From an optimization exercise on the open Yosys and OpenROAD flow, aimed at small area and few clock cycles; shortcuts taken in it are not production practice. Only simulation tests tie the RTL to the original design; equivalence was not proved. Power figures rest on the tool's default switching activity, not on a simulated workload.

`design/flow/design.v`:
```
package accel_pkg;
    localparam int DATA_W = 8;
    localparam int ACC_W  = 32;
    localparam int N_ROWS = 4;
    localparam int N_COLS = 4;
    localparam int BUF_DEPTH = 16;
    localparam int BUF_AW    = $clog2(BUF_DEPTH);
    localparam int TX_CREDITS_INIT = 4;
    localparam logic [7:0] CSR_K_LEN     = 8'h00;
    localparam logic [7:0] CSR_RUN_COUNT = 8'h01;
    typedef enum logic [3:0] {
        CMD_CSR_WR   = 4'h0,
        CMD_CSR_RD   = 4'h1,
        CMD_BUF_WR_A = 4'h2,
        CMD_BUF_WR_B = 4'h3,
        CMD_RD_OUT   = 4'h4,
        CMD_START    = 4'h5,
        CMD_ABORT    = 4'h6,
        CMD_STATUS   = 4'h7
    } cmd_e;
    typedef enum logic [2:0] {
        RX_CMD,
        RX_ADDR_L,
        RX_ADDR_H,
        RX_DATA0,
        RX_DATA1,
        RX_DATA2,
        RX_DATA3
    } rx_state_e;
    typedef enum logic [1:0] {
        MAC_IDLE,
        MAC_RUN,
        MAC_DRAIN
    } mac_state_e;
endpackage
import accel_pkg::*;
module packet_rx (
    input  logic        clk,
    input  logic        rst_n,
    input  logic        i_rx_valid,
    input  logic [7:0]  i_rx_data,
    output logic [7:0]  o_cmd_byte,
    output logic [7:0]  o_addr,
    output logic [31:0] o_data,
    output logic        o_csr_wr,
    output logic        o_csr_rd,
    output logic        o_buf_wr_a,
    output logic        o_buf_wr_b,
    output logic        o_rd_out,
    output logic        o_start,
    output logic        o_abort,
    output logic        o_status
);
    accel_pkg::rx_state_e r_state;
    always_ff @(posedge clk) begin
        if (!rst_n) begin
            r_state    <= RX_CMD;
            o_csr_wr   <= 1'b0;
            o_csr_rd   <= 1'b0;
            o_buf_wr_a <= 1'b0;
            o_buf_wr_b <= 1'b0;
            o_rd_out   <= 1'b0;
            o_start    <= 1'b0;
            o_abort    <= 1'b0;
            o_status   <= 1'b0;
        end else begin
            o_csr_wr   <= 1'b0;
            o_csr_rd   <= 1'b0;
            o_buf_wr_a <= 1'b0;
            o_buf_wr_b <= 1'b0;
            o_rd_out   <= 1'b0;
            o_start    <= 1'b0;
            o_abort    <= 1'b0;
            o_status   <= 1'b0;
            if (i_rx_valid) begin
                case (r_state)
                    RX_CMD:    r_state <= RX_ADDR_L;
                    RX_ADDR_L: r_state <= RX_ADDR_H;
                    RX_ADDR_H: r_state <= RX_DATA0;
                    RX_DATA0:  r_state <= RX_DATA1;
                    RX_DATA1:  r_state <= RX_DATA2;
                    RX_DATA2:  r_state <= RX_DATA3;
                    RX_DATA3: begin
                        r_state <= RX_CMD;
                        case (o_cmd_byte[7:4])
                            CMD_CSR_WR:   o_csr_wr   <= 1'b1;
                            CMD_CSR_RD:   o_csr_rd   <= 1'b1;
                            CMD_BUF_WR_A: o_buf_wr_a <= 1'b1;
                            CMD_BUF_WR_B: o_buf_wr_b <= 1'b1;
                            CMD_RD_OUT:   o_rd_out   <= 1'b1;
                            CMD_START:    o_start    <= 1'b1;
                            CMD_ABORT:    o_abort    <= 1'b1;
                            CMD_STATUS:   o_status   <= 1'b1;
                            default:      ;
                        endcase
                    end
                    default: r_state <= RX_CMD;
                endcase
            end
        end
    end
    always_ff @(posedge clk) begin
        if (i_rx_valid) begin
            case (r_state)
                RX_CMD:    o_cmd_byte    <= i_rx_data;
                RX_ADDR_L: o_addr        <= i_rx_data;
                RX_DATA0:  o_data[7:0]   <= i_rx_data;
                RX_DATA1:  o_data[15:8]  <= i_rx_data;
                RX_DATA2:  o_data[23:16] <= i_rx_data;
                RX_DATA3:  o_data[31:24] <= i_rx_data;
                default:   ;
            endcase
        end
    end
endmodule
import accel_pkg::*;
module csr_regs #(
    parameter int BUF_AW = accel_pkg::BUF_AW
) (
    input  logic                          clk,
    input  logic                          rst_n,
    input  logic                          i_wr,
    input  logic                          i_rd,
    input  logic [7:0]                    i_addr,
    input  logic [accel_pkg::ACC_W-1:0]   i_wdata,
    input  logic                          i_run_done,
    output logic [accel_pkg::ACC_W-1:0]   o_rdata,
    output logic [BUF_AW:0]               o_k_len
);
    localparam int K_MAX = 2 ** BUF_AW;
    logic [ACC_W-1:0] r_run_count;
    always_ff @(posedge clk) begin
        if (!rst_n) begin
            o_k_len     <= (BUF_AW+1)'(1);
            r_run_count <= '0;
        end else begin
            if (i_wr && (i_addr == CSR_K_LEN)) begin
                if (i_wdata > ACC_W'(K_MAX)) begin
                    o_k_len <= (BUF_AW+1)'(K_MAX);
                end else begin
                    o_k_len <= i_wdata[BUF_AW:0];
                end
            end
            if (i_run_done) begin
                r_run_count <= r_run_count + 1'b1;
            end
        end
    end
    always_ff @(posedge clk) begin
        if (i_rd) begin
            case (i_addr)
                CSR_K_LEN:     o_rdata <= ACC_W'(o_k_len);
                CSR_RUN_COUNT: o_rdata <= r_run_count;
                default:       o_rdata <= '0;
            endcase
        end
    end
endmodule
import accel_pkg::*;
module operand_buffer #(
    parameter int N_ROWS = accel_pkg::N_ROWS,
    parameter int N_COLS = accel_pkg::N_COLS,
    parameter int BUF_AW = accel_pkg::BUF_AW
) (
    input  logic                                   clk,
    input  logic                                   i_we_a,
    input  logic                                   i_we_b,
    input  logic [BUF_AW-1:0]                      i_waddr,
    input  logic [accel_pkg::ACC_W-1:0]            i_wdata,
    input  logic [BUF_AW-1:0]                      i_raddr,
    output logic [N_ROWS*accel_pkg::DATA_W-1:0]    o_a_row,
    output logic [N_COLS*accel_pkg::DATA_W-1:0]    o_b_row
);
    localparam int MEM_DEPTH = 2 ** BUF_AW;
    localparam int A_W       = N_ROWS * DATA_W;
    localparam int B_W       = N_COLS * DATA_W;
    logic [A_W-1:0] mem_a [MEM_DEPTH];
    logic [B_W-1:0] mem_b [MEM_DEPTH];
    always_ff @(posedge clk) begin
        if (i_we_a) begin
            mem_a[i_waddr] <= i_wdata[A_W-1:0];
        end
        if (i_we_b) begin
            mem_b[i_waddr] <= i_wdata[B_W-1:0];
        end
    end
    always_ff @(posedge clk) begin
        o_a_row <= mem_a[i_raddr];
        o_b_row <= mem_b[i_raddr];
    end
endmodule
import accel_pkg::*;
module mac_engine #(
    parameter int N_ROWS = accel_pkg::N_ROWS,
    parameter int N_COLS = accel_pkg::N_COLS,
    parameter int BUF_AW = accel_pkg::BUF_AW
) (
    input  logic                                   clk,
    input  logic                                   rst_n,
    input  logic                                   i_start,
    input  logic                                   i_abort,
    input  logic [BUF_AW:0]                        i_k_len,
    input  logic [N_ROWS*accel_pkg::DATA_W-1:0]    i_a_row,
    input  logic [N_COLS*accel_pkg::DATA_W-1:0]    i_b_row,
    input  logic [$clog2(N_ROWS*N_COLS)-1:0]       i_sel,
    output logic [BUF_AW-1:0]                      o_raddr,
    output logic [accel_pkg::ACC_W-1:0]            o_acc,
    output logic                                   o_busy,
    output logic                                   o_done
);
    localparam int N_ACC  = N_ROWS * N_COLS;
    localparam int PROD_W = 2 * DATA_W;
    accel_pkg::mac_state_e             r_state;
    logic                     r_valid;
    logic                     r_drain;
    logic [BUF_AW:0]          w_k_eff;
    logic                     w_last;
    logic signed [PROD_W-1:0] w_prod [N_ACC];
    logic signed [ACC_W-1:0]  r_acc  [N_ACC];
    assign w_k_eff = (i_k_len == '0) ? (BUF_AW+1)'(1) : i_k_len;
    assign w_last  = ({1'b0, o_raddr} == (w_k_eff - 1'b1));
    always_comb begin
        for (int r = 0; r < N_ROWS; r++) begin
            for (int c = 0; c < N_COLS; c++) begin
                w_prod[r*N_COLS+c] = $signed(i_a_row[r*DATA_W +: DATA_W]) *
                                     $signed(i_b_row[c*DATA_W +: DATA_W]);
            end
        end
    end
    always_ff @(posedge clk) begin
        if (!rst_n) begin
            r_state <= MAC_IDLE;
            r_valid <= 1'b0;
            r_drain <= 1'b0;
            o_raddr <= '0;
            o_done  <= 1'b0;
            for (int p = 0; p < N_ACC; p++) begin
                r_acc[p] <= '0;
            end
        end else begin
            o_done <= 1'b0;
            r_valid <= (r_state == MAC_RUN);
            if (r_valid) begin
                for (int p = 0; p < N_ACC; p++) begin
                    r_acc[p] <= r_acc[p] +
                        {{(ACC_W-PROD_W){w_prod[p][PROD_W-1]}}, w_prod[p]};
                end
            end
            if (i_abort) begin
                r_state <= MAC_IDLE;
                r_valid <= 1'b0;
                for (int p = 0; p < N_ACC; p++) begin
                    r_acc[p] <= '0;
                end
            end else begin
                case (r_state)
                    MAC_IDLE: begin
                        if (i_start) begin
                            r_state <= MAC_RUN;
                            o_raddr <= '0;
                            for (int p = 0; p < N_ACC; p++) begin
                                r_acc[p] <= '0;
                            end
                        end
                    end
                    MAC_RUN: begin
                        if (w_last) begin
                            r_state <= MAC_DRAIN;
                            r_drain <= 1'b0;
                        end else begin
                            o_raddr <= o_raddr + 1'b1;
                        end
                    end
                    MAC_DRAIN: begin
                        r_drain <= 1'b1;
                        if (r_drain) begin
                            r_state <= MAC_IDLE;
                            o_done  <= 1'b1;
                        end
                    end
                    default: r_state <= MAC_IDLE;
                endcase
            end
        end
    end
    assign o_busy = (r_state != MAC_IDLE);
    assign o_acc  = r_acc[i_sel];
endmodule
import accel_pkg::*;
module resp_tx #(
    parameter int TX_CREDITS_INIT = accel_pkg::TX_CREDITS_INIT
) (
    input  logic                          clk,
    input  logic                          rst_n,
    input  logic                          i_csr_rd,
    input  logic                          i_rd_out,
    input  logic                          i_status,
    input  logic [7:0]                    i_cmd_byte,
    input  logic [accel_pkg::ACC_W-1:0]   i_csr_rdata,
    input  logic [accel_pkg::ACC_W-1:0]   i_acc,
    input  logic                          i_busy,
    input  logic                          i_tx_credit,
    output logic                          o_tx_valid,
    output logic [7:0]                    o_tx_data
);
    logic             r_active;
    logic             r_load;
    logic [2:0]       r_idx;
    logic [7:0]       r_credits;
    logic [7:0]       r_cmd;
    logic [ACC_W-1:0] r_word;
    logic             r_is_rd_out;
    logic             r_is_status;
    logic             w_req;
    logic             w_send;
    logic [ACC_W-1:0] w_word;
    assign w_req = i_csr_rd | i_rd_out | i_status;
    assign w_word = r_is_status ? {{(ACC_W-1){1'b0}}, i_busy} :
                    r_is_rd_out ? i_acc : i_csr_rdata;
    assign o_tx_valid = r_active && (r_credits != '0);
    assign w_send     = o_tx_valid;
    always_comb begin
        case (r_idx)
            3'd0:    o_tx_data = r_cmd;
            3'd1:    o_tx_data = r_word[7:0];
            3'd2:    o_tx_data = r_word[15:8];
            3'd3:    o_tx_data = r_word[23:16];
            default: o_tx_data = r_word[31:24];
        endcase
    end
    always_ff @(posedge clk) begin
        if (!rst_n) begin
            r_active  <= 1'b0;
            r_load    <= 1'b0;
            r_idx     <= '0;
            r_credits <= 8'(TX_CREDITS_INIT);
        end else begin
            r_load <= 1'b0;
            if (!r_active && w_req) begin
                r_active <= 1'b1;
                r_load   <= 1'b1;
                r_idx    <= '0;
            end else if (w_send) begin
                r_idx <= r_idx + 1'b1;
                if (r_idx == 3'd4) begin
                    r_active <= 1'b0;
                end
            end
            case ({i_tx_credit, w_send})
                2'b10:   r_credits <= r_credits + 1'b1;
                2'b01:   r_credits <= r_credits - 1'b1;
                default: ;
            endcase
        end
    end
    always_ff @(posedge clk) begin
        if (!r_active && w_req) begin
            r_cmd       <= i_cmd_byte;
            r_is_rd_out <= i_rd_out;
            r_is_status <= i_status;
        end
        if (r_load) begin
            r_word <= w_word;
        end
    end
endmodule
import accel_pkg::*;
module accel_top #(
    parameter int N_ROWS          = accel_pkg::N_ROWS,
    parameter int N_COLS          = accel_pkg::N_COLS,
    parameter int BUF_AW          = accel_pkg::BUF_AW,
    parameter int TX_CREDITS_INIT = accel_pkg::TX_CREDITS_INIT
) (
    input  logic       clk,
    input  logic       rst_n,
    input  logic       i_rx_valid,
    input  logic [7:0] i_rx_data,
    output logic       o_tx_valid,
    output logic [7:0] o_tx_data,
    input  logic       i_tx_credit,
    output logic       o_busy,
    output logic       o_done
);
    logic [7:0]              cmd_byte;
    logic [7:0]              addr;
    logic [ACC_W-1:0]        data;
    logic                    csr_wr;
    logic                    csr_rd;
    logic                    buf_wr_a;
    logic                    buf_wr_b;
    logic                    rd_out;
    logic                    start;
    logic                    abort;
    logic                    status;
    logic [ACC_W-1:0]        csr_rdata;
    logic [BUF_AW:0]         k_len;
    logic [BUF_AW-1:0]       raddr;
    logic [N_ROWS*DATA_W-1:0] a_row;
    logic [N_COLS*DATA_W-1:0] b_row;
    logic [ACC_W-1:0]        acc;
    packet_rx u_rx (
        .clk(clk), .rst_n(rst_n),
        .i_rx_valid(i_rx_valid), .i_rx_data(i_rx_data),
        .o_cmd_byte(cmd_byte), .o_addr(addr), .o_data(data),
        .o_csr_wr(csr_wr), .o_csr_rd(csr_rd),
        .o_buf_wr_a(buf_wr_a), .o_buf_wr_b(buf_wr_b),
        .o_rd_out(rd_out), .o_start(start),
        .o_abort(abort), .o_status(status)
    );
    csr_regs #(.BUF_AW(BUF_AW)) u_csr (
        .clk(clk), .rst_n(rst_n),
        .i_wr(csr_wr), .i_rd(csr_rd), .i_addr(addr), .i_wdata(data),
        .i_run_done(o_done), .o_rdata(csr_rdata), .o_k_len(k_len)
    );
    operand_buffer #(.N_ROWS(N_ROWS), .N_COLS(N_COLS), .BUF_AW(BUF_AW)) u_buf (
        .clk(clk), .i_we_a(buf_wr_a), .i_we_b(buf_wr_b),
        .i_waddr(addr[BUF_AW-1:0]), .i_wdata(data),
        .i_raddr(raddr), .o_a_row(a_row), .o_b_row(b_row)
    );
    mac_engine #(.N_ROWS(N_ROWS), .N_COLS(N_COLS), .BUF_AW(BUF_AW)) u_mac (
        .clk(clk), .rst_n(rst_n),
        .i_start(start), .i_abort(abort), .i_k_len(k_len),
        .i_a_row(a_row), .i_b_row(b_row), .i_sel(addr[$clog2(N_ROWS*N_COLS)-1:0]),
        .o_raddr(raddr), .o_acc(acc), .o_busy(o_busy), .o_done(o_done)
    );
    resp_tx #(.TX_CREDITS_INIT(TX_CREDITS_INIT)) u_tx (
        .clk(clk), .rst_n(rst_n),
        .i_csr_rd(csr_rd), .i_rd_out(rd_out), .i_status(status),
        .i_cmd_byte(cmd_byte), .i_csr_rdata(csr_rdata), .i_acc(acc),
        .i_busy(o_busy), .i_tx_credit(i_tx_credit),
        .o_tx_valid(o_tx_valid), .o_tx_data(o_tx_data)
    );
endmodule
```
`design/flow/run.sh`:
```
#!/bin/bash
# synth_recipe.tcl (not shown) runs the flow's synth.tcl, then flattens the netlist and writes it again
# the make line also repeats each setting of config.mk as NAME=value (left out here)
make -C /OpenROAD-flow-scripts/flow DESIGN_CONFIG=/design/flow/config.mk WORK_HOME=/design/flow/orfs CLKGATE_MAP_FILE= SYNTH_SCRIPT=/design/flow/synth_recipe.tcl finish
```
`design/flow/config.mk`:
```
export PLATFORM = sky130hd
export DESIGN_NAME = accel_top
export DESIGN_NICKNAME = accel_top
export VERILOG_FILES = /design/flow/design.v
export SDC_FILE = /design/flow/constraint.sdc
export NUM_CORES = 4
export LEC_CHECK = 0
export CAP_MARGIN = 20
export CORE_MARGIN = 2
export CORE_UTILIZATION = 40
export SLEW_MARGIN = 20
```
`design/flow/constraint.sdc`:
```
create_clock -name core_clock -period 10.0 [get_ports {clk}]
set_input_delay 2.0000 -clock core_clock [delete_from_list [all_inputs] [get_ports {clk}]]
set_output_delay 2.0000 -clock core_clock [all_outputs]
set_load 0.01 [all_outputs]
```
==> reports/metrics.cfg <==
[clock_tree]
clockBufferDepth = 4
path_clk_slew_ps = 60
clk_latency_ps = 930
cts_setup_buffers = 0
cts_tree = done
post_cts_resized = 0
root_buffer = clkbuf_16
cts.sinks = 1792
htreeDepth = 4
cts_buffers = 196
holdBufCountCts = 0

[critical_path]
critPathLaunchType = flop
cp.arrival_ps = 9300
cp-startpoint = u_buf.o_b_row[6]
cp_data_required_time_ps = 10730
slowest_stage = dfxtp_1
rrSetupSlack_ps = 1430
worstSetupPathType = reg -> reg
end_kind = flop
critical_path.top_delay_family = compound AO/OA/AOI/OAI gates
path_depth = 30
r2r-end = u_mac.r_acc[12][30]
rr_worst_depth = 30
crit_fanout = 27
crit_buf_inv = 5
endpoint = u_mac.r_acc[12][30]
worstReg2RegStart = u_buf.o_b_row[6]
max_stage_delay_ps = 950

[grt]
antenna_found_initial = 33
grt_pass1_wl_um = 578000
grt_max_degree = 139
grt_pass1_vias = 88081
grt_usage_pct = 23.5
gr-total-overflow = 0

[floorplan]
fp.dieH_um = 575
ios = 23
fp.dieW_um = 575
rows = 209
die_area_um2 = 331000
start_util_pct = 40.2
core_region_area_um2 = 324000

[synthesis]
synth_fp_nets = 13998
synth.top_cells.by_count = inv_1, edfxtp_1, ha_1
yosysTopAreaCellShare_pct = 26.4
synth_area_leaders = edfxtp_1, fa_1, dfxtp_1, ha_1, mux4_2
synth_area_um2 = 130000
yosysWarnings = 7
synthArstFlopShare_pct = 0
ys_types = 93
seq_area_frac_synth_pct = 36.3
ys.flop_type = edfxtp_1
syn_inst = 12111
ys_ff_latch = 1792
synth_top_area_cell = edfxtp_1
avgSynthCellArea_um2 = 10.8
synth_edf_count = 1146
synth_most_common_cell = inv_1

[timing]
rsz0062_at_grt = no
slew_headroom_pct = 20.4
finalSetupViolations = 0
timing.fmax_mhz = 117
final_max_slew_viol_count = 0
min_period_over_period_pct = 85.7
skew_ps = 106
period_minus_slack_ps = 8570
fin_setup_tns_ps = 0
hold_viol = 0
tightest_slew_ps = 1190

[finish]
area_delta_synth_final_pct = 9.32
drive_gt1_share_pct = 8.02
fillers = 30630
fin_cells = 16534
nets = 13925
final_design_area_no_fill_um2 = 143000

[placement]
routabilityCongestion = 0.944
dpl.cell_count = 16159
port_buffers = 22
dpl.hpwl_um = 282000
place_area_um2 = 136000

[pwr]
p_int_mw = 26.0
p_per_area_nw_per_um2 = 357
switching_power_mw = 24.9
power_frac_comb_pct = 67.7
swShare_pct = 49.0
pwr-share-clk_pct = 14.4
peakVddDrop_mv = 0.296
seqPwrFrac_pct = 17.9
power.leakage_nw = 58.8
total_power_mw = 50.9

[detailed_routing]
drtIter0Drc = 7773
first_pass_iters = 8
ant_nets = 0
wl_per_cell_um = 23.9
drc_errors = 0
vias = 90804
postRouteWirelength_um = 395000
vias_per_cell = 5.49

[run_status]
status = timing/DRC/antenna clean

[flow_run]
drv_cap = 0

[hold_path]
hp-class = reg -> reg

==> power groups by stage <==
stage / combinational, mW / clock, mW / sequential (mW)
6_report: 34.5 / 7.35 / 9.09
5_1_grt: 37.7 / 7.75 / 9.12
4_1_cts: 34.4 / 7.48 / 9.04
3_5_place_dp: 34.1 / 0 / 9.20
3_3_place_gp: 34.1 / 0 / 9.19
2_1_floorplan: 24.8 / 0 / 8.73
==> per-stage QoR <==
step / setup slack (ps) / hold WS, ps / utilization [%]
5_1_grt: 859 / 444 / 44.0
2_1_floorplan: 2680 / 400 / -
3_5_place_dp: 1470 / 410 / 42.0
6_report: 1430 / 417 / 44.0
4_1_cts: 1460 / 443 / 43.9
3_3_place_gp: 1370 / 410 / 42.0
==> routing by layer <==
metal	vias to the layer above	routed length, µm	GRT usage [%]
li1	41634	-	-
met1	45744	165000	31.8
met2	2932	181000	37.5
met3	488	31600	3.94
met4	6	17700	9.18
met5	-	35	0
==> layout by cell type (no fill, tap or decap), types with 32 or more instances in the layout <==
| cell | netlist | routed |
|---|---|---|
| o21a_1 | 87 | 87 |
| a22oi_1 | 170 | 170 |
| nor2_1 | 703 | 693 |
| a31oi_1 | 49 | 49 |
| a221oi_1 | 34 | 34 |
| fa_1 | 897 | 897 |
| o21ai_0 | 313 | 312 |
| mux2i_1 | 263 | 263 |
| o221ai_1 | 34 | 34 |
| ha_1 | 978 | 978 |
| dfxtp_1 | 646 | 634 |
| xnor2_1 | 537 | 524 |
| buf_4 | 0 | 188 |
| a22o_1 | 43 | 43 |
| nand2_1 | 594 | 592 |
| o21bai_1 | 108 | 107 |
| clkbuf_16 | 0 | 198 |
| nor2b_1 | 212 | 212 |
| or3_1 | 42 | 42 |
| nand2b_1 | 142 | 142 |
| a21oi_1 | 682 | 681 |
| and2_1 | 800 | 768 |
| nand4_1 | 67 | 67 |
| and2_2 | 0 | 32 |
| nor3_1 | 116 | 109 |
| a211oi_1 | 98 | 98 |
| a21o_1 | 255 | 255 |
| xor2_1 | 174 | 174 |
| nand3_1 | 136 | 136 |
| edfxtp_1 | 1146 | 1146 |
| mux4_2 | 320 | 320 |
| clkbuf_1 | 449 | 38 |
| inv_1 | 1536 | 1536 |
| and3_1 | 46 | 46 |
| clkinv_2 | 0 | 34 |
==> flip-flops by register name, summed over array words and instances (netlist names), 3 cells and up <==
register	count
u_tx.r_idx	3
u_tx.r_credits	8
u_tx.r_cmd	8
u_tx.r_word	32
u_mac.r_acc	512
u_csr.r_run_count	32
u_buf.o_a_row	32
u_rx.r_state	3
u_csr.o_rdata	32
u_rx.o_data	32
u_rx.o_cmd_byte	8
u_csr.o_k_len	5
u_buf.mem_a	512
u_mac.o_raddr	4
u_buf.mem_b	512
u_rx.o_addr	8
u_buf.o_b_row	32
==> area by class of cell <==
| class | instances | area [µm²] | area share (%) |
|---|---|---|---|
| multi-input combinational | 8290 | 75800 | 53.1 |
| timing repair buffer | 221 | 1820 | 1.27 |
| tap | 4325 | 5410 | 3.80 |
| antenna | 17 | 42.5 | 0.0298 |
| inverter | 1537 | 5770 | 4.05 |
| sequential | 1792 | 47400 | 33.2 |
| clock inverter | 97 | 1050 | 0.737 |
| clock buffer | 255 | 5360 | 3.76 |
==> kinds of logic (layout without fill, tap and decap cells) <==
group	Yosys count	after routing	share of synthesized area, %
flops	1792	1792	36.3
simple gates	2960	2960	11.6
compound gates	2144	2144	10.7
mux	600	600	7.69
buf+inv	2029	2110	5.84
other cells	0	17	0
xor+xnor	711	711	4.77
fa+ha+maj	1875	1875	23.1
==> worst min-delay path by stage <==
stage	startpoint	end	slack (ps)	depth (start not counted)
after floorplan	u_rx.o_cmd_byte[0]	u_tx.r_cmd[0]	400	0
final	u_rx.o_cmd_byte[3]	u_tx.r_cmd[3]	420	0
after global placement	u_rx.o_cmd_byte[3]	u_tx.r_cmd[3]	410	0
after CTS	u_rx.o_cmd_byte[3]	u_tx.r_cmd[3]	440	0
after global routing	u_rx.o_cmd_byte[1]	u_tx.r_cmd[1]	440	0
after detailed placement	u_rx.o_cmd_byte[3]	u_tx.r_cmd[3]	410	0
==> worst reg2reg max path, delay by kind of cell (launching register included) <==
kind            cells  cell delay [ps]
simple gates        3              390
xor+xnor            2              340
compound gates     14             3300
buf+inv             5              830
flops               1              950
fa+ha+maj           6             2630
Testbench counts, summed over its fixed seeds: cycles 39,799.

==> re-timing with driven ports <==
The flow's constraints put no driver on any port. The routed layout listed below was extracted and timed again, unchanged, in two steps.
Step 1 assumes that a clkbuf_16 drives the clock port and a buf_2 every other input.
Step 2, shift: input delay + t, output delay - t, t = (earliest + latest rising clock arrival at the registers) / 2. This alone moves slack from input paths to output paths.
Slacks: ideal / step 1 / step 2; pairs: ideal / step 1.
shift t [ns]: 0.969
setup WS [ns]: 1.430 / 1.430 / 1.430
slew at the worst register clock pin (ns): 0.07 / 0.07
After both steps setup and hold are still met in this run. The setup slack of this run moves by 0.000 ns with the drivers and by 0.000 ns with both steps.
